Background: an optimization exercise with open tools, aiming at small area, a short achievable clock period and few clock cycles per item. Do not read the settings as production practice.
No functional check of the RTL was part of any run shown here.

==> flow/design.v <==
package sramMapPkg;
	typedef logic [17:0] sramAddr_t;
	typedef struct packed {
		logic [7:0] hi;
		logic [7:0] lo;
	} sramBytes_t;
	typedef union packed {
		logic [15:0] raw;
		sramBytes_t bytes;
	} sramWord_u;
	typedef enum logic [1:0] {
		PlaneY,
		PlaneU,
		PlaneV
	} plane_e;
	typedef struct packed {
		plane_e plane;
		sramAddr_t address;
	} readReq_t;
	typedef struct packed {
		plane_e plane;
		sramWord_u word;
	} readRet_t;
endpackage
package colorPkg;
	typedef logic [7:0] sample_t;
	typedef logic signed [31:0] fixed_t;
	typedef struct packed {
		fixed_t uEven;
		fixed_t uOdd;
		fixed_t vEven;
		fixed_t vOdd;
	} chromaPair_t;
	typedef struct packed {
		sample_t y0;
		sample_t y1;
		chromaPair_t chroma;
	} yuvPair_t;
	typedef struct packed {
		sample_t r;
		sample_t g;
		sample_t b;
	} rgbPixel_t;
	typedef struct packed {
		rgbPixel_t p0;
		rgbPixel_t p1;
	} rgbPair_t;
	localparam fixed_t Tap5 = 32'sd21;
	localparam fixed_t Tap3 = -32'sd52;
	localparam fixed_t Tap1 = 32'sd159;
	localparam fixed_t CoefY = 32'sd76284;
	localparam fixed_t CoefRv = 32'sd104595;
	localparam fixed_t CoefGu = -32'sd25624;
	localparam fixed_t CoefGv = -32'sd53281;
	localparam fixed_t CoefBu = 32'sd132251;
	localparam fixed_t LumaOffset = 32'sd16;
	localparam fixed_t ChromaOffset = 32'sd128;
	localparam fixed_t FilterRound = 32'sd128;
	localparam int FilterShift = 8;
endpackage
`timescale 1ns/1ns
module yuvToRgb (
	input logic Clock,
	input logic resetn,
	input logic start,
	input logic [15:0] readData,
	output logic done,
	output logic [17:0] sramAddress,
	output logic [15:0] sramWriteData,
	output logic sramWeN
);
	logic busy;
	logic wrQ;
	logic [7:0] pq;
	logic [2:0] ph;
	logic [8:0] wa;
	logic shen, shV, shHi;
	logic rdU, rdV, rdY, rkU, rkV, rkY;
	logic [7:0] win [12];
	logic [15:0] pendU, pendV, yw;
	logic [8:0] f, uc;
	logic [9:0] fc9;
	logic [9:0] fd1, fd2, fd3;
	logic [15:0] gb;
	logic [7:0] b0;
	function automatic logic [2:0] flagsOf(input logic [7:0] q);
		flagsOf = {q <= 8'd3, q >= 8'd159, q == 8'd163};
	endfunction
	logic [2:0] fl, nf, df;
	logic dfPro, dfEndC, dfOdd, flLastP;
	logic [1:0] dfQ;
	assign {dfPro, dfEndC} = df[2:1];
	assign dfQ = (ph == 3'd4) ? pq[1:0] + 2'd1 : pq[1:0];
	assign dfOdd = dfQ[0];
	assign flLastP = fl[0];
	logic [2:0] nph;
	logic dWr, dRdU, dRdV, dRdY, dSh, dShV, dShHi;
	logic [6:0] kc;
	logic [7:0] yc;
	assign nph = (ph == 3'd4) ? 3'd0 : ph + 3'd1;
	assign df = (ph == 3'd4) ? nf : fl;
	always_comb begin
		dWr = 1'b0; dRdU = 1'b0; dRdV = 1'b0; dRdY = 1'b0;
		dSh = 1'b0; dShV = 1'b0; dShHi = 1'b0;
		if (dfPro && !(dfQ == 2'd3 && nph > 3'd2)) begin
			case ({dfQ, nph})
				{2'd0, 3'd4}: dRdU = 1'b1;
				{2'd1, 3'd0}: dRdV = 1'b1;
				{2'd1, 3'd1}: begin dSh = 1'b1; dShHi = 1'b1; end
				{2'd1, 3'd2}: begin dSh = 1'b1; dShHi = 1'b1; dShV = 1'b1; end
				{2'd1, 3'd3}: begin dSh = 1'b1; dShHi = 1'b1; end
				{2'd1, 3'd4}: begin dSh = 1'b1; dShHi = 1'b1; dShV = 1'b1; end
				{2'd2, 3'd0}: begin dSh = 1'b1; dShHi = 1'b1; end
				{2'd2, 3'd1}: begin dSh = 1'b1; dShHi = 1'b1; dShV = 1'b1; end
				{2'd2, 3'd2}: begin dSh = 1'b1; dRdU = 1'b1; end
				{2'd2, 3'd3}: begin dSh = 1'b1; dShV = 1'b1; dRdV = 1'b1; end
				{2'd2, 3'd4}: begin dSh = 1'b1; dShHi = 1'b1; end
				{2'd3, 3'd0}: begin dSh = 1'b1; dShHi = 1'b1; dShV = 1'b1; dRdU = 1'b1; end
				{2'd3, 3'd1}: begin dSh = 1'b1; dRdY = 1'b1; end
				{2'd3, 3'd2}: begin dSh = 1'b1; dShV = 1'b1; end
				default: ;
			endcase
		end else begin
			case (nph)
				3'd0: begin
					dRdU = dfOdd && !dfEndC;
					dRdV = !dfOdd && !dfEndC;
				end
				3'd1: dRdY = !df[0];
				3'd2: begin
					dWr = !dfPro;
					dSh = 1'b1; dShV = 1'b1;
					dShHi = !dfOdd && !dfEndC;
				end
				3'd3: begin
					dWr = !dfPro;
					dSh = 1'b1;
					dShHi = dfOdd && !dfEndC;
				end
				default: dWr = !dfPro;
			endcase
		end
	end
	logic go, lastNow;
	assign go = start && !busy;
	assign lastNow = flLastP && (ph == 3'd4);
	always_ff @(posedge Clock or negedge resetn) begin
		if (!resetn) begin
			busy <= 1'b0;
			done <= 1'b0;
			wrQ <= 1'b0;
		end else begin
			if (go) begin
				busy <= 1'b1;
				done <= 1'b0;
			end else if (busy && lastNow) begin
				busy <= 1'b0;
				done <= 1'b1;
			end
			wrQ <= busy && !lastNow && !go && dWr;
		end
	end
	always_ff @(posedge Clock) begin
		if (go) begin
			pq <= 8'd0;
			ph <= 3'd4;
			fl <= flagsOf(8'd0);
			nf <= flagsOf(8'd1);
			wa <= 9'd0;
			kc <= 7'd0;
			yc <= 8'd0;
			sramAddress <= 18'd38400;
			rdU <= 1'b1; rdV <= 1'b0; rdY <= 1'b0;
			shen <= 1'b0; shV <= 1'b0; shHi <= 1'b0;
		end else begin
			ph <= nph;
			if (ph == 3'd4) begin
				pq <= pq + 8'd1;
				fl <= nf;
				nf <= flagsOf(pq + 8'd2);
			end
			if (dWr)
				wa <= wa + 9'd1;
			if (dRdV)
				kc <= kc + 7'd1;
			if (dRdY)
				yc <= yc + 8'd1;
			if (dWr)
				sramAddress <= {9'd287, wa};
			else if (dRdY)
				sramAddress <= {10'd0, yc};
			else if (dRdU)
				sramAddress <= {11'd300, kc};
			else
				sramAddress <= {11'd450, kc};
			rdU <= busy && dRdU;
			rdV <= busy && dRdV;
			rdY <= busy && dRdY;
			shen <= busy && dSh;
			shV <= dShV;
			shHi <= dShHi;
		end
		rkU <= rdU;
		rkV <= rdV;
		rkY <= rdY;
	end
	assign sramWeN = !wrQ;
	logic [7:0] shIn;
	logic [8:0] sA, sB, sC;
	assign sA = {1'b0, win[0]} + {1'b0, win[10]};
	assign sB = {1'b0, win[2]} + {1'b0, win[8]};
	assign sC = {1'b0, win[4]} + {1'b0, win[6]};
	always_comb begin
		case ({shV, shHi})
			2'b00: shIn = pendU[7:0];
			2'b01: shIn = pendU[15:8];
			2'b10: shIn = pendV[7:0];
			default: shIn = pendV[15:8];
		endcase
	end
	always_ff @(posedge Clock) begin
		if (rkU)
			pendU <= readData;
		if (rkV)
			pendV <= readData;
		if (rkY)
			yw <= readData;
		if (shen) begin
			for (int i = 0; i < 11; i++)
				win[i] <= win[i + 1];
			win[11] <= shIn;
		end
		fc9 <= {1'b0, sC} + 10'd45;
		fd1 <= {1'b0, sA} - {1'b0, sC} + 10'd512;
		fd2 <= {1'b0, sA} - {1'b0, sB} + 10'd512;
		fd3 <= {1'b0, sC} - {1'b0, sB} + 10'd512;
	end
	logic [22:0] lum;
	logic [7:0] ysel;
	logic [8:0] pu, pv;
	assign pu = uc;
wire lm_1;
wire lm_2;
wire lm_3;
wire lm_4;
wire lm_5;
wire lm_6;
wire lm_7;
wire lm_8;
wire lm_9;
wire lm_10;
wire lm_11;
wire lm_12;
wire lm_13;
wire lm_14;
wire lm_15;
wire lm_16;
wire lm_17;
wire lm_18;
wire lm_19;
wire lm_20;
wire lm_21;
wire lm_22;
wire lm_23;
wire lm_24;
wire lm_25;
wire lm_26;
wire lm_27;
wire lm_28;
wire lm_29;
wire lm_30;
wire lm_31;
wire lm_32;
wire lm_33;
wire lm_34;
wire lm_35;
wire lm_36;
wire lm_37;
wire lm_38;
wire lm_39;
wire lm_40;
wire lm_41;
wire lm_42;
wire lm_43;
wire lm_44;
wire lm_45;
wire lm_46;
wire lm_47;
wire lm_48;
wire lm_49;
wire lm_50;
wire lm_51;
wire lm_52;
wire lm_53;
wire lm_54;
wire lm_55;
wire lm_56;
wire lm_57;
wire lm_58;
wire lm_59;
wire lm_60;
wire lm_61;
wire lm_62;
wire lm_63;
wire lm_64;
assign lm_1 = ysel[0];
assign lm_2 = ~ysel[1];
assign lm_3 = ~ysel[2];
assign lm_4 = ~ysel[3];
assign lm_5 = ~ysel[4];
assign lm_6 = ~ysel[5];
assign lm_7 = ~ysel[6];
assign lm_8 = ~ysel[7];
assign lm_9 = ~ysel[6];
assign lm_10 = ~ysel[7];
assign lm_11 = ~ysel[6];
assign lm_12 = ~ysel[7];
assign lm_13 = ~ysel[5];
assign lm_14 = ~ysel[6];
assign lm_15 = ~ysel[7];
assign lm_16 = ~ysel[7];
HA lm_17_i (ysel[5], ysel[3], lm_17, lm_18);
HA lm_19_i (ysel[4], ysel[1], lm_19, lm_20);
HA lm_21_i (ysel[5], ysel[2], lm_21, lm_22);
HA lm_23_i (ysel[2], ysel[0], lm_23, lm_24);
FA lm_25_i (ysel[3], ysel[1], ysel[4], lm_25, lm_26);
FA lm_27_i (ysel[4], ysel[2], ysel[5], lm_27, lm_28);
FA lm_29_i (ysel[0], ysel[6], lm_8, lm_29, lm_30);
FA lm_31_i (ysel[7], lm_9, lm_18, lm_31, lm_32);
FA lm_33_i (ysel[6], lm_10, lm_20, lm_33, lm_34);
FA lm_35_i (ysel[3], ysel[7], lm_11, lm_35, lm_36);
HA lm_37_i (ysel[4], ysel[6], lm_37, lm_38);
HA lm_39_i (ysel[0], ysel[1], lm_39, lm_40);
FA lm_41_i (ysel[1], ysel[2], lm_4, lm_41, lm_42);
FA lm_43_i (ysel[3], lm_5, lm_23, lm_43, lm_44);
FA lm_45_i (lm_6, lm_24, lm_25, lm_45, lm_46);
FA lm_47_i (lm_7, lm_26, lm_27, lm_47, lm_48);
FA lm_49_i (lm_17, lm_28, lm_29, lm_49, lm_50);
FA lm_51_i (lm_19, lm_30, lm_31, lm_51, lm_52);
FA lm_53_i (lm_21, lm_32, lm_33, lm_53, lm_54);
FA lm_55_i (lm_22, lm_35, lm_34, lm_55, lm_56);
FA lm_57_i (lm_12, lm_37, lm_36, lm_57, lm_58);
FA lm_59_i (ysel[7], lm_13, lm_38, lm_59, lm_60);
HA lm_61_i (ysel[5], lm_14, lm_61, lm_62);
HA lm_63_i (ysel[6], lm_15, lm_63, lm_64);
wire [22:0] lum_d = {lm_16, lm_62, lm_61, lm_59, lm_57, lm_54, lm_52, lm_50, lm_48, lm_46, lm_44, lm_42, lm_40, lm_3, lm_2, ysel[0], ~ysel[6], ~ysel[5], ~ysel[4], ~ysel[3], ~ysel[2], ~ysel[1], lm_1} + {lm_64, lm_63, lm_60, lm_58, lm_56, lm_55, lm_53, lm_51, lm_49, lm_47, lm_45, lm_43, lm_41, lm_39, 1'b0, ~ysel[7], 1'b0, 1'b0, 1'b0, 1'b0, 1'b0, ~ysel[0], 1'b0};
wire cr_1;
wire cr_2;
wire cr_3;
wire cr_4;
wire cr_5;
wire cr_6;
wire cr_7;
wire cr_8;
wire cr_9;
wire cr_10;
wire cr_11;
wire cr_12;
wire cr_13;
wire cr_14;
wire cr_15;
wire cr_16;
wire cr_17;
wire cr_18;
wire cr_19;
wire cr_20;
wire cr_21;
wire cr_22;
wire cr_23;
wire cr_24;
wire cr_25;
wire cr_26;
wire cr_27;
wire cr_28;
wire cr_29;
wire cr_30;
wire cr_31;
wire cr_32;
wire cr_33;
wire cr_34;
wire cr_35;
wire cr_36;
wire cr_37;
wire cr_38;
wire cr_39;
wire cr_40;
wire cr_41;
wire cr_42;
wire cr_43;
wire cr_44;
wire cr_45;
wire cr_46;
wire cr_47;
wire cr_48;
wire cr_49;
wire cr_50;
wire cr_51;
wire cr_52;
wire cr_53;
wire cr_54;
wire cr_55;
wire cr_56;
wire cr_57;
wire cr_58;
wire cr_59;
wire cr_60;
wire cr_61;
wire cr_62;
wire cr_63;
wire cr_64;
wire cr_65;
wire cr_66;
wire cr_67;
wire cr_68;
wire cr_69;
wire cr_70;
wire cr_71;
wire cr_72;
wire cr_73;
wire cr_74;
wire cr_75;
wire cr_76;
wire cr_77;
wire cr_78;
wire cr_79;
wire cr_80;
wire cr_81;
wire cr_82;
wire cr_83;
wire cr_84;
wire cr_85;
wire cr_86;
wire cr_87;
wire cr_88;
wire cr_89;
wire cr_90;
wire cr_91;
wire cr_92;
wire cr_93;
wire cr_94;
wire cr_95;
wire cr_96;
wire cr_97;
wire cr_98;
wire cr_99;
wire cr_100;
wire cr_101;
wire cr_102;
wire cr_103;
wire cr_104;
wire cr_105;
wire cr_106;
wire cr_107;
wire cr_108;
wire cr_109;
wire cr_110;
wire cr_111;
wire cr_112;
wire cr_113;
wire cr_114;
wire cr_115;
wire cr_116;
wire cr_117;
wire cr_118;
wire cr_119;
wire cr_120;
wire cr_121;
wire cr_122;
wire cr_123;
wire cr_124;
wire cr_125;
wire cr_126;
wire cr_127;
wire cr_128;
wire cr_129;
wire cr_130;
wire cr_131;
wire cr_132;
wire cr_133;
wire cr_134;
wire cr_135;
wire cr_136;
wire cr_137;
wire cr_138;
assign cr_1 = pv[0];
assign cr_2 = ~lum[4];
assign cr_3 = ~lum[6];
assign cr_4 = ~lum[7];
assign cr_5 = ~lum[10];
assign cr_6 = ~lum[12];
assign cr_7 = ~lum[14];
assign cr_8 = ~lum[16];
assign cr_9 = ~lum[20];
assign cr_10 = ~lum[22];
assign cr_11 = ~pv[8];
assign cr_12 = ~pv[8];
FA cr_13_i (lum[5], pv[5], pv[3], cr_13, cr_14);
FA cr_15_i (pv[6], pv[4], pv[1], cr_15, cr_16);
FA cr_17_i (pv[7], pv[5], pv[2], cr_17, cr_18);
FA cr_19_i (lum[8], pv[8], pv[6], cr_19, cr_20);
HA cr_21_i (lum[9], pv[7], cr_21, cr_22);
HA cr_23_i (pv[8], pv[5], cr_23, cr_24);
FA cr_25_i (lum[11], pv[6], pv[0], cr_25, cr_26);
HA cr_27_i (pv[7], pv[1], cr_27, cr_28);
FA cr_29_i (lum[13], pv[8], pv[2], cr_29, cr_30);
HA cr_31_i (lum[12], ~pv[4], cr_31, cr_32);
FA cr_33_i (pv[3], ~pv[5], ~pv[1], cr_33, cr_34);
FA cr_35_i (lum[15], pv[4], pv[0], cr_35, cr_36);
HA cr_37_i (lum[14], ~pv[6], cr_37, cr_38);
FA cr_39_i (pv[5], pv[1], ~pv[7], cr_39, cr_40);
HA cr_41_i (~pv[3], cr_8, cr_41, cr_42);
FA cr_43_i (lum[17], pv[6], pv[2], cr_43, cr_44);
FA cr_45_i (lum[16], ~pv[8], ~pv[4], cr_45, cr_46);
FA cr_47_i (lum[18], pv[7], pv[3], cr_47, cr_48);
HA cr_49_i (lum[19], pv[8], cr_49, cr_50);
HA cr_51_i (lum[2], pv[2], cr_51, cr_52);
FA cr_53_i (lum[3], pv[3], pv[1], cr_53, cr_54);
FA cr_55_i (pv[4], pv[2], ~pv[6], cr_55, cr_56);
FA cr_57_i (pv[0], lum[4], ~pv[7], cr_57, cr_58);
FA cr_59_i (~pv[8], cr_3, cr_14, cr_59, cr_60);
FA cr_61_i (lum[6], cr_4, cr_16, cr_61, cr_62);
FA cr_63_i (pv[3], lum[7], cr_18, cr_63, cr_64);
FA cr_65_i (pv[4], ~pv[0], cr_21, cr_65, cr_66);
FA cr_67_i (~pv[1], cr_5, cr_22, cr_67, cr_68);
FA cr_69_i (lum[10], ~pv[2], cr_24, cr_69, cr_70);
FA cr_71_i (~pv[3], cr_6, cr_27, cr_71, cr_72);
FA cr_73_i (~pv[0], cr_28, cr_31, cr_73, cr_74);
FA cr_75_i (cr_7, cr_32, cr_30, cr_75, cr_76);
FA cr_77_i (~pv[2], cr_37, cr_35, cr_77, cr_78);
FA cr_79_i (cr_38, cr_41, cr_36, cr_79, cr_80);
FA cr_81_i (cr_42, cr_43, cr_40, cr_81, cr_82);
FA cr_83_i (~pv[5], cr_44, cr_47, cr_83, cr_84);
FA cr_85_i (pv[4], ~pv[6], cr_49, cr_85, cr_86);
FA cr_87_i (pv[5], ~pv[7], cr_9, cr_87, cr_88);
FA cr_89_i (lum[21], pv[6], lum[20], cr_89, cr_90);
HA cr_91_i (lum[0], pv[0], cr_91, cr_92);
FA cr_93_i (lum[1], pv[1], ~pv[3], cr_93, cr_94);
FA cr_95_i (pv[0], ~pv[4], cr_51, cr_95, cr_96);
FA cr_97_i (~pv[5], cr_52, cr_53, cr_97, cr_98);
FA cr_99_i (cr_2, cr_54, cr_55, cr_99, cr_100);
FA cr_101_i (cr_13, cr_56, cr_57, cr_101, cr_102);
FA cr_103_i (cr_15, cr_58, cr_59, cr_103, cr_104);
FA cr_105_i (cr_17, cr_60, cr_61, cr_105, cr_106);
FA cr_107_i (cr_19, cr_62, cr_63, cr_107, cr_108);
FA cr_109_i (cr_20, cr_65, cr_64, cr_109, cr_110);
FA cr_111_i (cr_23, cr_66, cr_67, cr_111, cr_112);
FA cr_113_i (cr_25, cr_68, cr_69, cr_113, cr_114);
FA cr_115_i (cr_26, cr_70, cr_71, cr_115, cr_116);
FA cr_117_i (cr_29, cr_72, cr_73, cr_117, cr_118);
FA cr_119_i (cr_33, cr_74, cr_75, cr_119, cr_120);
FA cr_121_i (cr_34, cr_76, cr_77, cr_121, cr_122);
FA cr_123_i (cr_39, cr_78, cr_79, cr_123, cr_124);
FA cr_125_i (cr_45, cr_80, cr_81, cr_125, cr_126);
FA cr_127_i (cr_46, cr_83, cr_82, cr_127, cr_128);
FA cr_129_i (cr_48, cr_85, cr_84, cr_129, cr_130);
FA cr_131_i (cr_50, cr_87, cr_86, cr_131, cr_132);
FA cr_133_i (~pv[8], cr_89, cr_88, cr_133, cr_134);
FA cr_135_i (pv[7], cr_10, cr_90, cr_135, cr_136);
HA cr_137_i (lum[22], cr_11, cr_137, cr_138);
wire [16:0] cr_lo = {1'b0, {cr_116, cr_114, cr_112, cr_111, cr_108, cr_106, cr_104, cr_102, cr_100, cr_98, cr_96, cr_94, cr_92, ~pv[2], ~pv[1], cr_1}} + {1'b0, {cr_117, cr_115, cr_113, cr_110, cr_109, cr_107, cr_105, cr_103, cr_101, cr_99, cr_97, cr_95, cr_93, cr_91, ~pv[0], 1'b0}};
logic [22:0] cr_r;
wire [22:0] cr_d = {cr_lo[16], cr_138, cr_136, cr_134, cr_132, cr_130, cr_128, cr_127, cr_125, cr_123, cr_121, cr_119, cr_12, cr_137, cr_135, cr_133, cr_131, cr_129, cr_126, cr_124, cr_122, cr_120, cr_118};
wire [10:0] cr_x = {cr_r[10], cr_r[9], cr_r[8], cr_r[7], cr_r[6], cr_r[5], cr_r[4], cr_r[3], cr_r[2], cr_r[1], cr_r[0]} + {cr_r[21], cr_r[20], cr_r[19], cr_r[18], cr_r[17], cr_r[16], cr_r[15], cr_r[14], cr_r[13], cr_r[12], cr_r[11]} + {10'd0, cr_r[22]};
wire cg_1;
wire cg_2;
wire cg_3;
wire cg_4;
wire cg_5;
wire cg_6;
wire cg_7;
wire cg_8;
wire cg_9;
wire cg_10;
wire cg_11;
wire cg_12;
wire cg_13;
wire cg_14;
wire cg_15;
wire cg_16;
wire cg_17;
wire cg_18;
wire cg_19;
wire cg_20;
wire cg_21;
wire cg_22;
wire cg_23;
wire cg_24;
wire cg_25;
wire cg_26;
wire cg_27;
wire cg_28;
wire cg_29;
wire cg_30;
wire cg_31;
wire cg_32;
wire cg_33;
wire cg_34;
wire cg_35;
wire cg_36;
wire cg_37;
wire cg_38;
wire cg_39;
wire cg_40;
wire cg_41;
wire cg_42;
wire cg_43;
wire cg_44;
wire cg_45;
wire cg_46;
wire cg_47;
wire cg_48;
wire cg_49;
wire cg_50;
wire cg_51;
wire cg_52;
wire cg_53;
wire cg_54;
wire cg_55;
wire cg_56;
wire cg_57;
wire cg_58;
wire cg_59;
wire cg_60;
wire cg_61;
wire cg_62;
wire cg_63;
wire cg_64;
wire cg_65;
wire cg_66;
wire cg_67;
wire cg_68;
wire cg_69;
wire cg_70;
wire cg_71;
wire cg_72;
wire cg_73;
wire cg_74;
wire cg_75;
wire cg_76;
wire cg_77;
wire cg_78;
wire cg_79;
wire cg_80;
wire cg_81;
wire cg_82;
wire cg_83;
wire cg_84;
wire cg_85;
wire cg_86;
wire cg_87;
wire cg_88;
wire cg_89;
wire cg_90;
wire cg_91;
wire cg_92;
wire cg_93;
wire cg_94;
wire cg_95;
wire cg_96;
wire cg_97;
wire cg_98;
wire cg_99;
wire cg_100;
wire cg_101;
wire cg_102;
wire cg_103;
wire cg_104;
wire cg_105;
wire cg_106;
wire cg_107;
wire cg_108;
wire cg_109;
wire cg_110;
wire cg_111;
wire cg_112;
wire cg_113;
wire cg_114;
wire cg_115;
wire cg_116;
wire cg_117;
wire cg_118;
wire cg_119;
wire cg_120;
wire cg_121;
wire cg_122;
wire cg_123;
wire cg_124;
wire cg_125;
wire cg_126;
wire cg_127;
wire cg_128;
wire cg_129;
wire cg_130;
wire cg_131;
wire cg_132;
wire cg_133;
wire cg_134;
wire cg_135;
wire cg_136;
wire cg_137;
wire cg_138;
wire cg_139;
wire cg_140;
wire cg_141;
wire cg_142;
wire cg_143;
wire cg_144;
wire cg_145;
wire cg_146;
wire cg_147;
wire cg_148;
wire cg_149;
wire cg_150;
wire cg_151;
wire cg_152;
wire cg_153;
wire cg_154;
wire cg_155;
wire cg_156;
wire cg_157;
wire cg_158;
wire cg_159;
wire cg_160;
wire cg_161;
wire cg_162;
wire cg_163;
wire cg_164;
wire cg_165;
wire cg_166;
wire cg_167;
wire cg_168;
wire cg_169;
wire cg_170;
wire cg_171;
wire cg_172;
wire cg_173;
wire cg_174;
wire cg_175;
wire cg_176;
wire cg_177;
wire cg_178;
wire cg_179;
wire cg_180;
wire cg_181;
wire cg_182;
wire cg_183;
wire cg_184;
assign cg_1 = pv[0];
assign cg_2 = ~lum[5];
assign cg_3 = ~lum[6];
assign cg_4 = ~lum[7];
assign cg_5 = ~lum[9];
assign cg_6 = ~lum[11];
assign cg_7 = ~lum[13];
assign cg_8 = ~lum[15];
assign cg_9 = ~lum[17];
assign cg_10 = ~lum[18];
assign cg_11 = ~lum[19];
assign cg_12 = ~lum[20];
assign cg_13 = ~lum[21];
assign cg_14 = ~lum[22];
assign cg_15 = ~lum[22];
assign cg_16 = ~lum[22];
FA cg_17_i (lum[14], pu[3], pv[2], cg_17, cg_18);
FA cg_19_i (pu[4], pv[3], ~pu[7], cg_19, cg_20);
FA cg_21_i (lum[16], pu[5], pv[4], cg_21, cg_22);
HA cg_23_i (lum[15], ~pu[8], cg_23, cg_24);
FA cg_25_i (pu[6], pv[5], ~pu[4], cg_25, cg_26);
FA cg_27_i (pu[7], pv[6], lum[17], cg_27, cg_28);
HA cg_29_i (pu[8], pv[7], cg_29, cg_30);
HA cg_31_i (lum[3], pu[2], cg_31, cg_32);
FA cg_33_i (lum[4], pu[3], ~pu[1], cg_33, cg_34);
FA cg_35_i (pu[4], ~pu[2], ~pv[7], cg_35, cg_36);
FA cg_37_i (pu[5], lum[5], ~pu[3], cg_37, cg_38);
HA cg_39_i (~pv[8], ~pv[3], cg_39, cg_40);
FA cg_41_i (pu[6], lum[6], ~pu[4], cg_41, cg_42);
HA cg_43_i (~pv[4], cg_4, cg_43, cg_44);
FA cg_45_i (lum[8], pu[7], lum[7], cg_45, cg_46);
FA cg_47_i (~pu[5], ~pu[0], ~pv[5], cg_47, cg_48);
FA cg_49_i (pu[8], ~pu[6], ~pu[1], cg_49, cg_50);
HA cg_51_i (~pv[6], cg_5, cg_51, cg_52);
FA cg_53_i (lum[10], lum[9], ~pu[7], cg_53, cg_54);
FA cg_55_i (~pu[2], ~pv[7], ~pv[0], cg_55, cg_56);
FA cg_57_i (pu[0], ~pu[8], ~pu[3], cg_57, cg_58);
FA cg_59_i (~pv[8], ~pv[1], cg_6, cg_59, cg_60);
FA cg_61_i (lum[12], pu[1], pv[0], cg_61, cg_62);
FA cg_63_i (lum[11], ~pu[4], ~pv[2], cg_63, cg_64);
FA cg_65_i (pu[2], pv[1], ~pu[5], cg_65, cg_66);
FA cg_67_i (~pu[0], ~pv[3], cg_7, cg_67, cg_68);
FA cg_69_i (lum[13], ~pu[6], ~pu[1], cg_69, cg_70);
FA cg_71_i (~pv[4], ~pv[0], cg_17, cg_71, cg_72);
FA cg_73_i (~pu[2], ~pv[5], ~pv[1], cg_73, cg_74);
FA cg_75_i (cg_8, cg_18, cg_19, cg_75, cg_76);
FA cg_77_i (~pu[3], ~pv[6], ~pv[2], cg_77, cg_78);
FA cg_79_i (cg_23, cg_21, cg_20, cg_79, cg_80);
FA cg_81_i (~pv[7], ~pv[3], cg_9, cg_81, cg_82);
FA cg_83_i (cg_24, cg_22, cg_25, cg_83, cg_84);
FA cg_85_i (~pu[5], ~pv[8], ~pv[4], cg_85, cg_86);
FA cg_87_i (cg_10, cg_27, cg_26, cg_87, cg_88);
FA cg_89_i (lum[18], ~pu[6], ~pv[5], cg_89, cg_90);
FA cg_91_i (cg_11, cg_29, cg_28, cg_91, cg_92);
FA cg_93_i (pv[8], lum[19], ~pu[7], cg_93, cg_94);
FA cg_95_i (~pv[6], cg_12, cg_30, cg_95, cg_96);
FA cg_97_i (lum[20], ~pu[8], ~pv[7], cg_97, cg_98);
HA cg_99_i (~pu[0], ~pv[5], cg_99, cg_100);
FA cg_101_i (~pv[6], ~pv[1], cg_32, cg_101, cg_102);
FA cg_103_i (~pv[2], cg_2, cg_34, cg_103, cg_104);
FA cg_105_i (cg_3, cg_39, cg_36, cg_105, cg_106);
FA cg_107_i (cg_40, cg_43, cg_38, cg_107, cg_108);
FA cg_109_i (cg_44, cg_45, cg_42, cg_109, cg_110);
FA cg_111_i (cg_51, cg_46, cg_48, cg_111, cg_112);
FA cg_113_i (cg_52, cg_50, cg_53, cg_113, cg_114);
FA cg_115_i (cg_54, cg_56, cg_57, cg_115, cg_116);
FA cg_117_i (cg_61, cg_58, cg_60, cg_117, cg_118);
FA cg_119_i (cg_62, cg_64, cg_65, cg_119, cg_120);
FA cg_121_i (cg_66, cg_68, cg_69, cg_121, cg_122);
FA cg_123_i (cg_70, cg_73, cg_72, cg_123, cg_124);
FA cg_125_i (cg_74, cg_77, cg_76, cg_125, cg_126);
FA cg_127_i (cg_78, cg_81, cg_80, cg_127, cg_128);
FA cg_129_i (cg_82, cg_85, cg_84, cg_129, cg_130);
FA cg_131_i (cg_86, cg_89, cg_91, cg_131, cg_132);
FA cg_133_i (cg_90, cg_93, cg_95, cg_133, cg_134);
FA cg_135_i (cg_13, cg_94, cg_97, cg_135, cg_136);
FA cg_137_i (lum[21], ~pv[8], cg_14, cg_137, cg_138);
HA cg_139_i (lum[1], pu[0], cg_139, cg_140);
FA cg_141_i (lum[2], pu[1], ~pv[4], cg_141, cg_142);
FA cg_143_i (~pv[0], cg_31, cg_99, cg_143, cg_144);
FA cg_145_i (cg_100, cg_33, cg_101, cg_145, cg_146);
FA cg_147_i (cg_35, cg_102, cg_103, cg_147, cg_148);
FA cg_149_i (cg_37, cg_104, cg_105, cg_149, cg_150);
FA cg_151_i (cg_41, cg_106, cg_107, cg_151, cg_152);
FA cg_153_i (cg_47, cg_108, cg_109, cg_153, cg_154);
FA cg_155_i (cg_49, cg_110, cg_111, cg_155, cg_156);
FA cg_157_i (cg_55, cg_112, cg_113, cg_157, cg_158);
FA cg_159_i (cg_59, cg_114, cg_115, cg_159, cg_160);
FA cg_161_i (cg_63, cg_116, cg_117, cg_161, cg_162);
FA cg_163_i (cg_67, cg_118, cg_119, cg_163, cg_164);
FA cg_165_i (cg_71, cg_120, cg_121, cg_165, cg_166);
FA cg_167_i (cg_122, cg_75, cg_123, cg_167, cg_168);
FA cg_169_i (cg_79, cg_124, cg_125, cg_169, cg_170);
FA cg_171_i (cg_83, cg_126, cg_127, cg_171, cg_172);
FA cg_173_i (cg_87, cg_128, cg_129, cg_173, cg_174);
FA cg_175_i (cg_88, cg_131, cg_130, cg_175, cg_176);
FA cg_177_i (cg_92, cg_133, cg_132, cg_177, cg_178);
FA cg_179_i (cg_96, cg_135, cg_134, cg_179, cg_180);
FA cg_181_i (cg_98, cg_137, cg_136, cg_181, cg_182);
HA cg_183_i (cg_15, cg_138, cg_183, cg_184);
wire [16:0] cg_lo = {1'b0, {cg_162, cg_160, cg_158, cg_156, cg_154, cg_152, cg_150, cg_148, cg_146, cg_144, cg_142, cg_140, ~pv[3], lum[0], ~pv[1], cg_1}} + {1'b0, {cg_163, cg_161, cg_159, cg_157, cg_155, cg_153, cg_151, cg_149, cg_147, cg_145, cg_143, cg_141, cg_139, ~pv[2], ~pv[0], 1'b0}};
logic [22:0] cg_r;
wire [22:0] cg_d = {cg_lo[16], cg_184, cg_182, cg_180, cg_178, cg_176, cg_175, cg_173, cg_171, cg_169, cg_167, cg_165, cg_16, cg_183, cg_181, cg_179, cg_177, cg_174, cg_172, cg_170, cg_168, cg_166, cg_164};
wire [10:0] cg_x = {cg_r[10], cg_r[9], cg_r[8], cg_r[7], cg_r[6], cg_r[5], cg_r[4], cg_r[3], cg_r[2], cg_r[1], cg_r[0]} + {cg_r[21], cg_r[20], cg_r[19], cg_r[18], cg_r[17], cg_r[16], cg_r[15], cg_r[14], cg_r[13], cg_r[12], cg_r[11]} + {10'd0, cg_r[22]};
wire cb_1;
wire cb_2;
wire cb_3;
wire cb_4;
wire cb_5;
wire cb_6;
wire cb_7;
wire cb_8;
wire cb_9;
wire cb_10;
wire cb_11;
wire cb_12;
wire cb_13;
wire cb_14;
wire cb_15;
wire cb_16;
wire cb_17;
wire cb_18;
wire cb_19;
wire cb_20;
wire cb_21;
wire cb_22;
wire cb_23;
wire cb_24;
wire cb_25;
wire cb_26;
wire cb_27;
wire cb_28;
wire cb_29;
wire cb_30;
wire cb_31;
wire cb_32;
wire cb_33;
wire cb_34;
wire cb_35;
wire cb_36;
wire cb_37;
wire cb_38;
wire cb_39;
wire cb_40;
wire cb_41;
wire cb_42;
wire cb_43;
wire cb_44;
wire cb_45;
wire cb_46;
wire cb_47;
wire cb_48;
wire cb_49;
wire cb_50;
wire cb_51;
wire cb_52;
wire cb_53;
wire cb_54;
wire cb_55;
wire cb_56;
wire cb_57;
wire cb_58;
wire cb_59;
wire cb_60;
wire cb_61;
wire cb_62;
wire cb_63;
wire cb_64;
wire cb_65;
wire cb_66;
wire cb_67;
wire cb_68;
wire cb_69;
wire cb_70;
wire cb_71;
wire cb_72;
wire cb_73;
wire cb_74;
wire cb_75;
wire cb_76;
wire cb_77;
wire cb_78;
wire cb_79;
wire cb_80;
wire cb_81;
wire cb_82;
wire cb_83;
wire cb_84;
wire cb_85;
wire cb_86;
wire cb_87;
wire cb_88;
wire cb_89;
wire cb_90;
wire cb_91;
wire cb_92;
wire cb_93;
wire cb_94;
wire cb_95;
wire cb_96;
wire cb_97;
wire cb_98;
wire cb_99;
wire cb_100;
wire cb_101;
wire cb_102;
wire cb_103;
wire cb_104;
wire cb_105;
wire cb_106;
wire cb_107;
wire cb_108;
wire cb_109;
wire cb_110;
wire cb_111;
wire cb_112;
wire cb_113;
wire cb_114;
assign cb_1 = pu[0];
assign cb_2 = ~lum[0];
assign cb_3 = ~lum[4];
assign cb_4 = ~lum[6];
assign cb_5 = ~lum[7];
assign cb_6 = ~lum[9];
assign cb_7 = ~lum[10];
assign cb_8 = ~lum[11];
assign cb_9 = ~lum[13];
assign cb_10 = ~lum[17];
assign cb_11 = ~lum[19];
assign cb_12 = ~lum[20];
assign cb_13 = ~lum[21];
assign cb_14 = ~lum[22];
assign cb_15 = ~pu[8];
assign cb_16 = ~pu[8];
FA cb_17_i (lum[5], pu[2], pu[0], cb_17, cb_18);
FA cb_19_i (pu[3], pu[1], ~pu[8], cb_19, cb_20);
FA cb_21_i (pu[4], pu[2], lum[6], cb_21, cb_22);
FA cb_23_i (lum[8], pu[5], pu[3], cb_23, cb_24);
HA cb_25_i (pu[0], lum[7], cb_25, cb_26);
FA cb_27_i (pu[6], pu[4], pu[1], cb_27, cb_28);
FA cb_29_i (pu[7], pu[5], pu[2], cb_29, cb_30);
FA cb_31_i (pu[8], pu[6], pu[3], cb_31, cb_32);
HA cb_33_i (lum[12], pu[7], cb_33, cb_34);
HA cb_35_i (lum[1], lum[0], cb_35, cb_36);
HA cb_37_i (lum[2], ~pu[4], cb_37, cb_38);
FA cb_39_i (lum[3], pu[0], ~pu[5], cb_39, cb_40);
FA cb_41_i (pu[1], ~pu[6], ~pu[4], cb_41, cb_42);
FA cb_43_i (lum[4], ~pu[7], ~pu[5], cb_43, cb_44);
FA cb_45_i (~pu[6], cb_4, cb_18, cb_45, cb_46);
FA cb_47_i (~pu[7], cb_5, cb_21, cb_47, cb_48);
FA cb_49_i (~pu[8], cb_25, cb_22, cb_49, cb_50);
FA cb_51_i (cb_6, cb_26, cb_24, cb_51, cb_52);
FA cb_53_i (lum[9], cb_7, cb_28, cb_53, cb_54);
FA cb_55_i (lum[10], cb_8, cb_30, cb_55, cb_56);
FA cb_57_i (pu[4], lum[11], cb_33, cb_57, cb_58);
FA cb_59_i (pu[8], pu[5], cb_9, cb_59, cb_60);
HA cb_61_i (lum[14], pu[6], cb_61, cb_62);
HA cb_63_i (lum[15], pu[7], cb_63, cb_64);
HA cb_65_i (lum[16], pu[8], cb_65, cb_66);
HA cb_67_i (~pu[2], ~pu[0], cb_67, cb_68);
FA cb_69_i (~pu[3], ~pu[1], cb_35, cb_69, cb_70);
FA cb_71_i (~pu[2], cb_36, cb_37, cb_71, cb_72);
FA cb_73_i (~pu[3], cb_38, cb_39, cb_73, cb_74);
FA cb_75_i (cb_3, cb_40, cb_41, cb_75, cb_76);
FA cb_77_i (cb_17, cb_42, cb_43, cb_77, cb_78);
FA cb_79_i (cb_44, cb_19, cb_45, cb_79, cb_80);
FA cb_81_i (cb_20, cb_46, cb_47, cb_81, cb_82);
FA cb_83_i (cb_23, cb_48, cb_49, cb_83, cb_84);
FA cb_85_i (cb_27, cb_50, cb_51, cb_85, cb_86);
FA cb_87_i (cb_29, cb_52, cb_53, cb_87, cb_88);
FA cb_89_i (cb_31, cb_54, cb_55, cb_89, cb_90);
FA cb_91_i (cb_32, cb_57, cb_56, cb_91, cb_92);
FA cb_93_i (cb_34, cb_59, cb_58, cb_93, cb_94);
FA cb_95_i (lum[13], cb_61, cb_60, cb_95, cb_96);
FA cb_97_i (pu[0], cb_62, cb_63, cb_97, cb_98);
FA cb_99_i (pu[1], cb_64, cb_65, cb_99, cb_100);
FA cb_101_i (pu[2], cb_10, cb_66, cb_101, cb_102);
FA cb_103_i (lum[18], pu[3], lum[17], cb_103, cb_104);
HA cb_105_i (pu[4], cb_11, cb_105, cb_106);
FA cb_107_i (pu[5], lum[19], cb_12, cb_107, cb_108);
FA cb_109_i (pu[6], lum[20], cb_13, cb_109, cb_110);
FA cb_111_i (pu[7], lum[21], cb_14, cb_111, cb_112);
HA cb_113_i (lum[22], cb_15, cb_113, cb_114);
wire [16:0] cb_lo = {1'b0, {cb_93, cb_90, cb_88, cb_86, cb_84, cb_82, cb_80, cb_78, cb_76, cb_74, cb_72, cb_70, cb_68, cb_2, ~pu[1], cb_1}} + {1'b0, {cb_92, cb_91, cb_89, cb_87, cb_85, cb_83, cb_81, cb_79, cb_77, cb_75, cb_73, cb_71, cb_69, cb_67, ~pu[0], 1'b0}};
logic [22:0] cb_r;
wire [22:0] cb_d = {cb_lo[16], cb_114, cb_112, cb_111, cb_109, cb_107, cb_104, cb_102, cb_101, cb_99, cb_96, cb_94, cb_16, cb_113, cb_110, cb_108, cb_106, cb_105, cb_103, cb_100, cb_98, cb_97, cb_95};
wire [10:0] cb_x = {cb_r[10], cb_r[9], cb_r[8], cb_r[7], cb_r[6], cb_r[5], cb_r[4], cb_r[3], cb_r[2], cb_r[1], cb_r[0]} + {cb_r[21], cb_r[20], cb_r[19], cb_r[18], cb_r[17], cb_r[16], cb_r[15], cb_r[14], cb_r[13], cb_r[12], cb_r[11]} + {10'd0, cb_r[22]};
wire fl_1;
wire fl_2;
wire fl_3;
wire fl_4;
wire fl_5;
wire fl_6;
wire fl_7;
wire fl_8;
wire fl_9;
wire fl_10;
wire fl_11;
wire fl_12;
wire fl_13;
wire fl_14;
wire fl_15;
wire fl_16;
wire fl_17;
wire fl_18;
wire fl_19;
wire fl_20;
wire fl_21;
wire fl_22;
wire fl_23;
wire fl_24;
wire fl_25;
wire fl_26;
wire fl_27;
wire fl_28;
wire fl_29;
wire fl_30;
wire fl_31;
wire fl_32;
wire fl_33;
wire fl_34;
wire fl_35;
wire fl_36;
wire fl_37;
wire fl_38;
wire fl_39;
wire fl_40;
wire fl_41;
wire fl_42;
wire fl_43;
wire fl_44;
wire fl_45;
wire fl_46;
wire fl_47;
wire fl_48;
wire fl_49;
wire fl_50;
HA fl_1_i (fc9[0], fd3[2], fl_1, fl_2);
FA fl_3_i (fc9[1], fd3[3], fd1[8], fl_3, fl_4);
FA fl_5_i (fc9[2], fd3[4], fd1[9], fl_5, fl_6);
HA fl_7_i (fc9[3], fd3[5], fl_7, fl_8);
HA fl_9_i (fc9[4], fd3[6], fl_9, fl_10);
HA fl_11_i (fd3[0], fd1[5], fl_11, fl_12);
FA fl_13_i (fd3[1], fd1[6], fd2[2], fl_13, fl_14);
FA fl_15_i (fd1[7], fd2[3], fd2[5], fl_15, fl_16);
FA fl_17_i (fd2[4], fd2[6], fl_2, fl_17, fl_18);
FA fl_19_i (fd2[5], fd2[7], fl_4, fl_19, fl_20);
FA fl_21_i (fd2[6], fd2[8], fl_7, fl_21, fl_22);
FA fl_23_i (fd2[7], fd2[9], fl_8, fl_23, fl_24);
FA fl_25_i (fc9[5], fd3[7], fd2[8], fl_25, fl_26);
HA fl_27_i (fc9[6], fd3[8], fl_27, fl_28);
HA fl_29_i (fd1[4], fd2[0], fl_29, fl_30);
FA fl_31_i (fd2[1], fd2[3], fl_11, fl_31, fl_32);
FA fl_33_i (fd2[4], fl_12, fl_13, fl_33, fl_34);
FA fl_35_i (fl_1, fl_14, fl_15, fl_35, fl_36);
FA fl_37_i (fl_16, fl_3, fl_17, fl_37, fl_38);
FA fl_39_i (fl_5, fl_18, fl_19, fl_39, fl_40);
FA fl_41_i (fl_6, fl_21, fl_20, fl_41, fl_42);
FA fl_43_i (fl_9, fl_22, fl_23, fl_43, fl_44);
FA fl_45_i (fl_10, fl_25, fl_24, fl_45, fl_46);
FA fl_47_i (fd2[9], fl_27, fl_26, fl_47, fl_48);
FA fl_49_i (fc9[7], fd3[9], fl_28, fl_49, fl_50);
wire [16:0] fl_s = {fc9[9], fc9[8], fl_49, fl_47, fl_44, fl_43, fl_40, fl_38, fl_36, fl_34, fl_32, fl_30, fd2[2], fd1[3], fd1[2], fd1[1], fd1[0]} + {1'b0, fl_50, fl_48, fl_46, fl_45, fl_42, fl_41, fl_39, fl_37, fl_35, fl_33, fl_31, fl_29, fd2[1], fd2[0], 1'b0, 1'b0};
wire [8:0] fl_q = fl_s[16:8];
	function automatic logic [7:0] clip(input logic [10:0] x);
		if (x[10:9] == 2'b00)
			clip = 8'd0;
		else if (x[10] || (x[9] && x[8]))
			clip = 8'd255;
		else
			clip = x[7:0];
	endfunction
	logic [7:0] cR, cG, cB;
	assign cR = clip(cr_x);
	assign cG = clip(cg_x);
	assign cB = clip(cb_x);
	always_ff @(posedge Clock) begin
		f <= fl_q;
		uc <= (ph == 3'd4) ? {win[3][7], !win[3][7], win[3][6:0]} : f;
		pv <= (ph == 3'd4) ? {win[4][7], !win[4][7], win[4][6:0]} : fl_q;
		ysel <= (ph == 3'd3) ? yw[15:8] : yw[7:0];
		lum <= lum_d;
		cr_r <= cr_d;
		cg_r <= cg_d;
		cb_r <= cb_d;
		b0 <= cB;
		gb <= {cG, cB};
		case (ph)
			3'd1: sramWriteData <= {cR, cG};
			3'd2: sramWriteData <= {b0, cR};
			default: sramWriteData <= gb;
		endcase
	end
endmodule
module FA(input a, input b, input c, output s, output co);
	assign s = a ^ b ^ c;
	assign co = (a & b) | (a & c) | (b & c);
endmodule
module HA(input a, input b, output s, output co);
	assign s = a ^ b;
	assign co = a & b;
endmodule
==> flow/flow/run.sh <==
#!/bin/bash
set -euo pipefail
bash standard.sh SETUP_SLACK_MARGIN=8.5 "BUFFER_PORTS_ARGS=-buffer_cell sky130_fd_sc_hd__buf_2" finish > standard.log 2>&1
==> flow/standard.sh <==
#!/bin/bash
# synth_recipe.tcl (not shown) runs the flow's synth.tcl, then flattens the netlist and writes it again
# the make line also repeats each setting of config.mk as NAME=value (left out here)
make -C /OpenROAD-flow-scripts/flow DESIGN_CONFIG=/design/flow/config.mk WORK_HOME=/design/flow/orfs CLKGATE_MAP_FILE= SYNTH_SCRIPT=/design/flow/synth_recipe.tcl "${@:-finish}"
==> flow/config.mk <==
export PLATFORM = sky130hd
export DESIGN_NAME = yuvToRgb
export DESIGN_NICKNAME = yuvToRgb
export VERILOG_FILES = /design/flow/design.v
export SDC_FILE = /design/flow/constraint.sdc
export NUM_CORES = 4
export LEC_CHECK = 0
export CAP_MARGIN = 20
export CORE_MARGIN = 2
export CORE_UTILIZATION = 40
export CTS_CLUSTER_DIAMETER = 100
export CTS_CLUSTER_SIZE = 25
export SETUP_SLACK_MARGIN = 5
export SLEW_MARGIN = 20
export SYNTH_HIERARCHICAL = 1
export SYNTH_MINIMUM_KEEP_SIZE = 0
==> flow/constraint.sdc <==
create_clock -name core_clock -period 12.0 [get_ports {Clock}]
set_input_delay 2.4000 -clock core_clock [delete_from_list [all_inputs] [get_ports {Clock}]]
set_output_delay 2.4000 -clock core_clock [all_outputs]
set_load 0.01 [all_outputs]
==> impl_results.md, run 1 <==
* CORE AREA at around 55000 µm²
* Initial Util at between 40 and 50%
* Initial antenna violation count at 0
* Req. time, crit path at 12440 ps
* Fin crit share at between 30% and 40%
* DR iter-0 viols at between 800 and 900
* Layout cells sized above 1 at 9.062%
* Main combinational cell family by area after synthesis: adder cells
* Dpl hpwl at between 30000 and 40000 µm
* Clk_skew at 35.06 ps
* Critical path's top delay family: adder cells
* Slowest CP cell: fa_1
* Synth cell types at 76
* WP data arrival at 4180 ps
* DRC at 0
* Hold_sp: rdV$_SDFF_PP0_
* Slew Limit Fails at 0
* Multiplexer area fraction after synthesis at 1.762%
* Final nets at 2319
* Critical Path Start: fc9[1]$_DFF_P_
* Synth Area in Compound Gates at under 10%
* Crit end category: register
* Die area at just under 60000 µm²
* Crit-path cells: fa_2, fa_1, fa_1, ha_4, or2_4, a21oi_4, a311oi_4, o21a_1, o21a_1, o21a_1, or3_4, a31o_4
* Final Hold Fails at 0
* Reg clk slew, reported paths at 90 ps
* CTS tree: yes
* Register area at a little under 10000 µm²
* Simple-gate share of the synthesized area at 8.251%
* GP Congestion at 0.8945
* Vias per cell at around 5.1
* Worst Tran Pin Value at 963.5 ps
* Mapped Cells at 1831
* Register bit total from synthesis at between 400 and 500
* Pin count of the biggest net entering global routing at between 80 and 90
* DIE WIDTH at 240.5 µm
* Total Wirelength at 48170 µm
* Synth Warn # at 8
* Most used cell, CP: o21a_1
* Worst Path Max Fanout at 4
* Fillers at a little over 5000
* Port bufs at 53
* GRT Overall Usage at ~17%
* Max incr delay on CP at 540 ps
* Antenna viol nets, final at 0
* # setup viols final at 0
* Clk sinks at between 400 and 500
* # H-tree levels at 1
* Cts bufs inserted at 22
* Adder-Cell Fraction of Synth Area at 30.42%
* Outcome: timing/DRC/antenna clean
* Number of buffers and inverters on the critical path at 0
* Number of core rows at between 80 and 90
* Max clock buf depth at 3
* Ant diodes at 0
* Max frequency at between 0.2 and 0.3 GHz
* Io pins at between 50 and 60
* Synthesized area at roughly 22000 µm²
* Main synth FF type: dfxtp_1
* DR vias at approximately 13000
* Mapped Nets at around 2300
* GRT Residual Overflow at 0
* Worst min path class: register to register
* Tmin final at 3738 ps
* CP Launch Type: register
* Avg Cell Area, Syn at around 12 µm²
* EDFF count, synth at 144
* RSZ-0062 raised after global routing: yes
* Fin Setup TNS at 0 ps
* Root Buffer: clkbuf_16
* Synth-to-Final Area Change at 8.995%
* Max-cap violations at 0
* Worst rel slew slack at between 30% and 40%
* Clock latency (worst-skew pair) at approximately 570 ps
* First-pass GRT wire length at between 70000 and 80000 µm
* Routed len/inst at between 15 and 20 µm
* Vias in the first global route at about 14000
* Pre-antenna DRT Iters at 5
* Die Span Y at between 200 and 250 µm
* RR Startpoint: fc9[1]$_DFF_P_
* Crit Path Class: register to register
* Synth Area in XOR/XNOR at around 4.4%
* Multi-input gate area at about 12000 µm²
* Register area share after synthesis at 43.03%
* Asr flop ratio synth at 0.7353%
[timing repair]
action / 4_1_cts / 5_1_grt
gates resized for setup: 8 / 34
hold buffers: 0 / 0
pin swaps: 1 / 0
buffers inserted: 3 / 4
setup endpoints to repair: 10 / 39
[area by class of cell]
| type | count | area share, % |
|---|---|---|
| multi-input combinational | 1276 | 50.49 |
| sequential | 408 | 39.60 |
| tap | 748 | 3.839 |
| clock buffer | 31 | 2.397 |
| inverter | 111 | 1.724 |
| timing repair buffer | 65 | 1.473 |
| clock inverter | 7 | 0.4824 |
[synthesized netlist by cell type (6+ instances only)]
library cell	n	area share, %
xor2_1	44	1.7
a211oi_1	8	0.27
nor2b_1	24	0.67
mux2i_1	9	0.40
a31oi_1	9	0.25
and3_1	13	0.36
and2_1	8	0.22
a22oi_1	9	0.30
xnor2_1	68	2.7
nor2_1	116	1.9
clkbuf_1	22	0.37
a21o_1	36	1.2
o31ai_1	10	0.34
nand3_1	23	0.51
nor3_1	26	0.58
o211ai_1	13	0.44
nand4_1	15	0.42
nand2b_1	15	0.42
o21a_1	20	0.67
mux2_2	11	0.55
mux4_2	8	0.81
o21ai_0	94	2.1
edfxtp_1	144	19
nand2_1	116	1.9
a21boi_0	6	0.20
fa_1	213	19
o21bai_1	8	0.27
inv_1	111	1.9
dfxtp_1	261	23
or3_1	10	0.28
a21oi_1	73	1.6
ha_1	203	11
[cells in the final DEF (no fill, tap or decap), types with 11 or more instances in the layout]
| master | instances |
|---|---|
| and3_1 | 13 |
| dfxtp_1 | 242 |
| dfxtp_2 | 17 |
| nor3_1 | 24 |
| o21a_1 | 20 |
| nor2_1 | 114 |
| edfxtp_1 | 144 |
| nor2b_1 | 23 |
| nand2_1 | 116 |
| a21oi_1 | 69 |
| buf_2 | 53 |
| o211ai_1 | 13 |
| xor2_1 | 43 |
| clkbuf_16 | 22 |
| buf_4 | 11 |
| a21o_1 | 36 |
| nand3_1 | 23 |
| nand2b_1 | 15 |
| nand4_1 | 15 |
| o21ai_0 | 93 |
| inv_1 | 110 |
| ha_1 | 200 |
| fa_1 | 212 |
| xnor2_1 | 68 |
[metal layers]
layer  up-vias  part of all wire, %  GRT usage (%)  routed length [µm]
met5         -                    0              0                   0
met4         0                  2.8          4.743                1359
met3        70                  4.6          2.778                2193
met2       322                   46          27.98               22000
met1      6547                   47          23.46               22620
li1       6482                    -              -                   -
[registers in the layout, summed over array words and instances (netlist names), 10 cells and up]
signal,cells
sramAddress,14
yw,16
cb_r,23
sramWriteData,16
pendV,16
pendU,16
fc9,10
cr_r,23
cg_r,23
win,96
fd3,10
lum,23
fd2,10
[path summary, 6_finish.rpt]
kind	slack, ps	to	cells after the start
max	8260	pv[7]$_DFF_P_	12
min	330	rkV$_DFF_P_	0
max reg2reg	8260	pv[7]$_DFF_P_	12
min reg2reg	330	rkV$_DFF_P_	0
max in group asynchronous	10280	busy$_DFFE_PN0P_	1
min in group asynchronous	1600	done$_DFFE_PN0P_	1
[Yosys stat by module, one instance, submodules excluded]
module	area (µm²)	times used	flip-flops and latches
FA	20.02	202	0
HA	12.51	43	0
yuvToRgb	17780	1	408
[logic make-up (layout without fill, tap and decap cells)]
logic type	Yosys count	after routing
fa+ha+maj	416	416
xor+xnor	112	112
buf+inv	147	214
mux	28	28
simple gates	389	389
flops	408	408
other cells	1	1
compound gates	330	330
[stage by stage]
stage | utilization, % | cells | cell area [µm²] | hold WS, ps | setup WS (ps)
CTS | 43.88 | 2642 | 24220 | 333.8 | 8274
floorplan | - | 1831 | 22390 | 309.6 | 8447
detailed placement | 42.52 | 2601 | 23470 | 314.6 | 8013
global placement | 42.52 | 2601 | 23470 | 315.5 | 7981
global route | 44.16 | 2646 | 24380 | 334.9 | 8155
finish | 44.16 | 2646 | 24380 | 330.0 | 8262
==> inputs of run 2 (changes only) <==
--- a/flow/config.mk
+++ b/flow/config.mk
@@ -6,4 +6,5 @@
 export NUM_CORES = 4
 export LEC_CHECK = 0
+export ABC_CLOCK_PERIOD_IN_PS = 3500
 export CAP_MARGIN = 20
 export CORE_MARGIN = 2
==> run 2 against run 1 <==
  * Via count did not move
  * Clock-buffer cell count unchanged
  * Die area unchanged
  * Global-route usage unchanged
  * Final cell count is the same
  * Critical path type unchanged
  * Largest cell class unchanged
==> impl_results.md, run 2 <==
* R2R depth at 12 (unchanged)
* WP data arrival at 4180 ps (about the same)
* DR iter-0 viols at 877 (unchanged)
* DRC at 0 (unchanged)
* Crit Path Class: register to register (unchanged)
* Asr flop ratio synth at 0.7353% (unchanged)
* Max incr delay on CP at 540 ps (about the same)
* Most flop-heavy register: win (unchanged)
* Avg Cell Area, Syn at 12.22 µm² (unchanged)
* Initial Util at 40.52% (unchanged)
* EDFF count, synth at 144 (unchanged)
* Crit-path cells: fa_2, fa_1, fa_1, ha_4, or2_4, a21oi_4, a311oi_4, o21a_1, o21a_1, o21a_1, or3_4, a31o_4 (unchanged)
* Root Buffer: clkbuf_16 (unchanged)
* Pin count of the biggest net entering global routing at 89 (unchanged)
* Slowest CP cell: fa_1 (unchanged)
* GRT Residual Overflow at 0 (unchanged)
* Synth cell types at 76 (unchanged)
* Die Span Y at 240.5 µm (unchanged)
* Die area at 57820 µm² (unchanged)
* Worst hold stages at 0 (unchanged)
* CP Launch Type: register (unchanged)
* RSZ-0062 raised after global routing: yes (unchanged)
* Max clock buf depth at 3 (unchanged)
* Multi-input gate area at 12310 µm² (unchanged)
* Clk sinks at 408 (unchanged)
* Register area at 9653 µm² (unchanged)
* Vias per cell at 5.072 (unchanged)
* CTS tree: yes (unchanged)
* Top cells by area, synth: dfxtp_1, edfxtp_1, fa_1 (unchanged)
* Fin crit share at 31.15% (unchanged)
* CORE AREA at 55200 µm² (unchanged)
* Max-cap violations at 0 (unchanged)
* Fin Hold WS at 330.0 ps (unchanged)
* Fillers at 5081 (unchanged)
* Outcome: timing/DRC/antenna clean (unchanged)
* Register area share after synthesis at 43.03% (unchanged)
* Reg-to-Reg End: pv[7]$_DFF_P_ (unchanged)
* Met3 WL at 2193 µm (unchanged)
* RR Startpoint: fc9[1]$_DFF_P_ (unchanged)
* Number of core rows at 86 (unchanged)
* Final core utilization at 44.16% (unchanged)
* GP Congestion at 0.8945 (unchanged)
* Hold_sp: rdV$_SDFF_PP0_ (unchanged)
* Worst Path Max Fanout at 4 (unchanged)
* Final Hold Fails at 0 (unchanged)
* Placed cells at 2601 (unchanged)
* Layout cells sized above 1 at 9.062% (unchanged)
* GRT Overall Usage at 17.09% (unchanged)
* Yosys top cell area share at 23.36% (unchanged)
* DP Area at 23470 µm² (unchanged)
* Hold Buf Count CTS at 0 (unchanged)
* Worst Tran Pin Value at 963.5 ps (unchanged)
* Antenna viol nets, final at 0 (unchanged)
* Req. time, crit path at 12440 ps (about the same)
* Tmin final at 3738 ps (unchanged)
* Clk_skew at 35.06 ps (unchanged)
* Synth-to-Final Area Change at 8.995% (unchanged)
* Setup slack, reg-to-reg at 8260 ps (about the same)
* Max FFs per register at 96 (unchanged)
* DR vias at 13420 (unchanged)
* DIE WIDTH at 240.5 µm (unchanged)
* Pre-antenna DRT Iters at 5 (unchanged)
* Max frequency at 0.2675 GHz (unchanged)
* Dominant cell type by area after synthesis: dfxtp_1 (unchanged)
* Worst Hold End: rkV$_DFF_P_ (unchanged)
* Crit end category: register (unchanged)
* Io pins at 55 (unchanged)
* # H-tree levels at 1 (unchanged)
* Most used cell, CP: o21a_1 (unchanged)
* Total Wirelength at 48170 µm (unchanged)
* Mapped Cells at 1831 (unchanged)
* Port bufs at 53 (unchanged)
* Fin Setup TNS at 0 ps (unchanged)
* Worst min path class: register to register (unchanged)
* Main synth FF type: dfxtp_1 (unchanged)
* Most frequent cells in the layout: dfxtp_1, fa_1, ha_1, edfxtp_1, nand2_1 (unchanged)
* Vias in the first global route at 13950 (unchanged)
* Post-route insts no fill at 2646 (unchanged)
* Cts bufs inserted at 22 (unchanged)
* Register bit total from synthesis at 408 (unchanged)
* Top-count cell post-synth: dfxtp_1 (unchanged)
* Ant diodes at 0 (unchanged)
* Slew Limit Fails at 0 (unchanged)
* # setup viols final at 0 (unchanged)
* Synth cell count leaders: dfxtp_1, fa_1, ha_1 (unchanged)
* Final nets at 2319 (unchanged)
* Dpl hpwl at 37980 µm (unchanged)
* First-pass GRT wire length at 76620 µm (unchanged)
* WL met1 at 22620 µm (unchanged)
* Routed len/inst at 18.20 µm (unchanged)
* Worst rel slew slack at 35.53% (unchanged)
* Reg clk slew, reported paths at 90 ps (about the same)
* Clock latency (worst-skew pair) at 570 ps (about the same)
* Synthesized area at 22370 µm² (unchanged)
* Initial antenna violation count at 0 (unchanged)
* Synth Warn # at 8 (unchanged)
* Final Cell Area at 24380 µm² (unchanged)
* Most common cell after layout, fill and taps aside: dfxtp_1 (unchanged)
* Mapped Nets at 2266 (unchanged)
* Met2 Wirelength at 22000 µm (unchanged)
* Top Metal Used: met4 (unchanged)
[run 2: cell counts in the layout (fill, tap and decap cells not counted)]
Identical to the previous run, type by type.
[run 2: what timing repair did]
| action | in CTS | in global routing |
|---|---|---|
| pin swaps | 1 | 0 |
| gates resized for setup | 8 | 34 |
| buffers inserted | 3 | 4 |
| cloned | 0 | 0 |
| setup endpoints to repair | 10 | 39 |
[run 2: per-stage QoR]
step / setup WS (ps)
floorplan: 8447
global placement: 7981
detailed placement: 8013
CTS: 8274
global route: 8155
finish: 8262
[run 2: cell type report]
| class | count | area share (%) |
|---|---|---|
| Inverter | 111 | 1.724 |
| Timing Repair Buffer | 65 | 1.473 |
| Clock inverter | 7 | 0.4824 |
| Tap cell | 748 | 3.839 |
| Sequential cell | 408 | 39.60 |
| Multi-Input combinational cell | 1276 | 50.49 |
| Clock buffer | 31 | 2.397 |
[run 2: routing by layer]
layer	vias up	global-route usage, %
met2	322	27.98
li1	6482	-
met4	0	4.743
met3	70	2.778
met5	-	0
met1	6547	23.46
[run 2: how the worst max path moves through the flow]
| stage | startpoint | to | cells after the start |
|---|---|---|---|
| after floorplan | fc9[1]$_DFF_P_ | pv[7]$_DFF_P_ | 12 |
| after global routing | fc9[1]$_DFF_P_ | pv[7]$_DFF_P_ | 12 |
| after CTS | fc9[1]$_DFF_P_ | pv[7]$_DFF_P_ | 12 |
| after global placement | start | wa[0]$_SDFFE_PP0P_ | 6 |
| final | fc9[1]$_DFF_P_ | pv[7]$_DFF_P_ | 12 |
| after detailed placement | start | wa[0]$_SDFFE_PP0P_ | 6 |
[run 2: cells by family (layout without fill, tap and decap cells)]
kind of cell	count (synthesis)	in the layout	synth area share, %
compound gates	330	330	9.521
flops	408	408	43.03
other cells	1	1	0.01677
xor+xnor	112	112	4.386
simple gates	389	389	8.251
buf+inv	147	214	2.612
mux	28	28	1.762
fa+ha+maj	416	416	30.42
[run 2: worst max-delay path, delay by kind of cell, from the launching register on]
kind / cells / cell delay [ps]
fa+ha+maj: 4 / 1590
flops: 1 / 340
simple gates: 2 / 570
compound gates: 6 / 1150
[run 2: modules after synthesis, one instance, submodules excluded]
module / cell area, µm² / cells inside / flip-flops and latches
HA: 12.51 / 1 / 0
FA: 20.02 / 1 / 0
yuvToRgb: 17780 / 1586 / 408

[afterwards: timing with drivers on the ports]
Ports are ideal in the flow. The routed layouts listed here were re-timed in OpenROAD.
Step 1 assumes that a clkbuf_16 drives the clock port and a buf_2 every other input.
Step 2 times the ports against the registers' clock, not the clock port: input delays grow and output delays shrink by t, the midpoint of the rising clock arrivals with the driver on.
Three values: no drivers, after step 1, after step 2; two values: the first two.
| run | t, ns | setup WS [ns] | hold slack, ns | latest minus earliest clock arrival (ns) |
|---|---|---|---|---|
| run 1 | 0.612 | 8.262 / 8.262 / 8.262 | 0.330 / 0.330 / 0.330 | 0.046 / 0.046 |
| run 2 | 0.612 | 8.262 / 8.262 / 8.262 | 0.330 / 0.330 / 0.330 | 0.046 / 0.046 |
After both steps setup and hold are still met in every run listed.
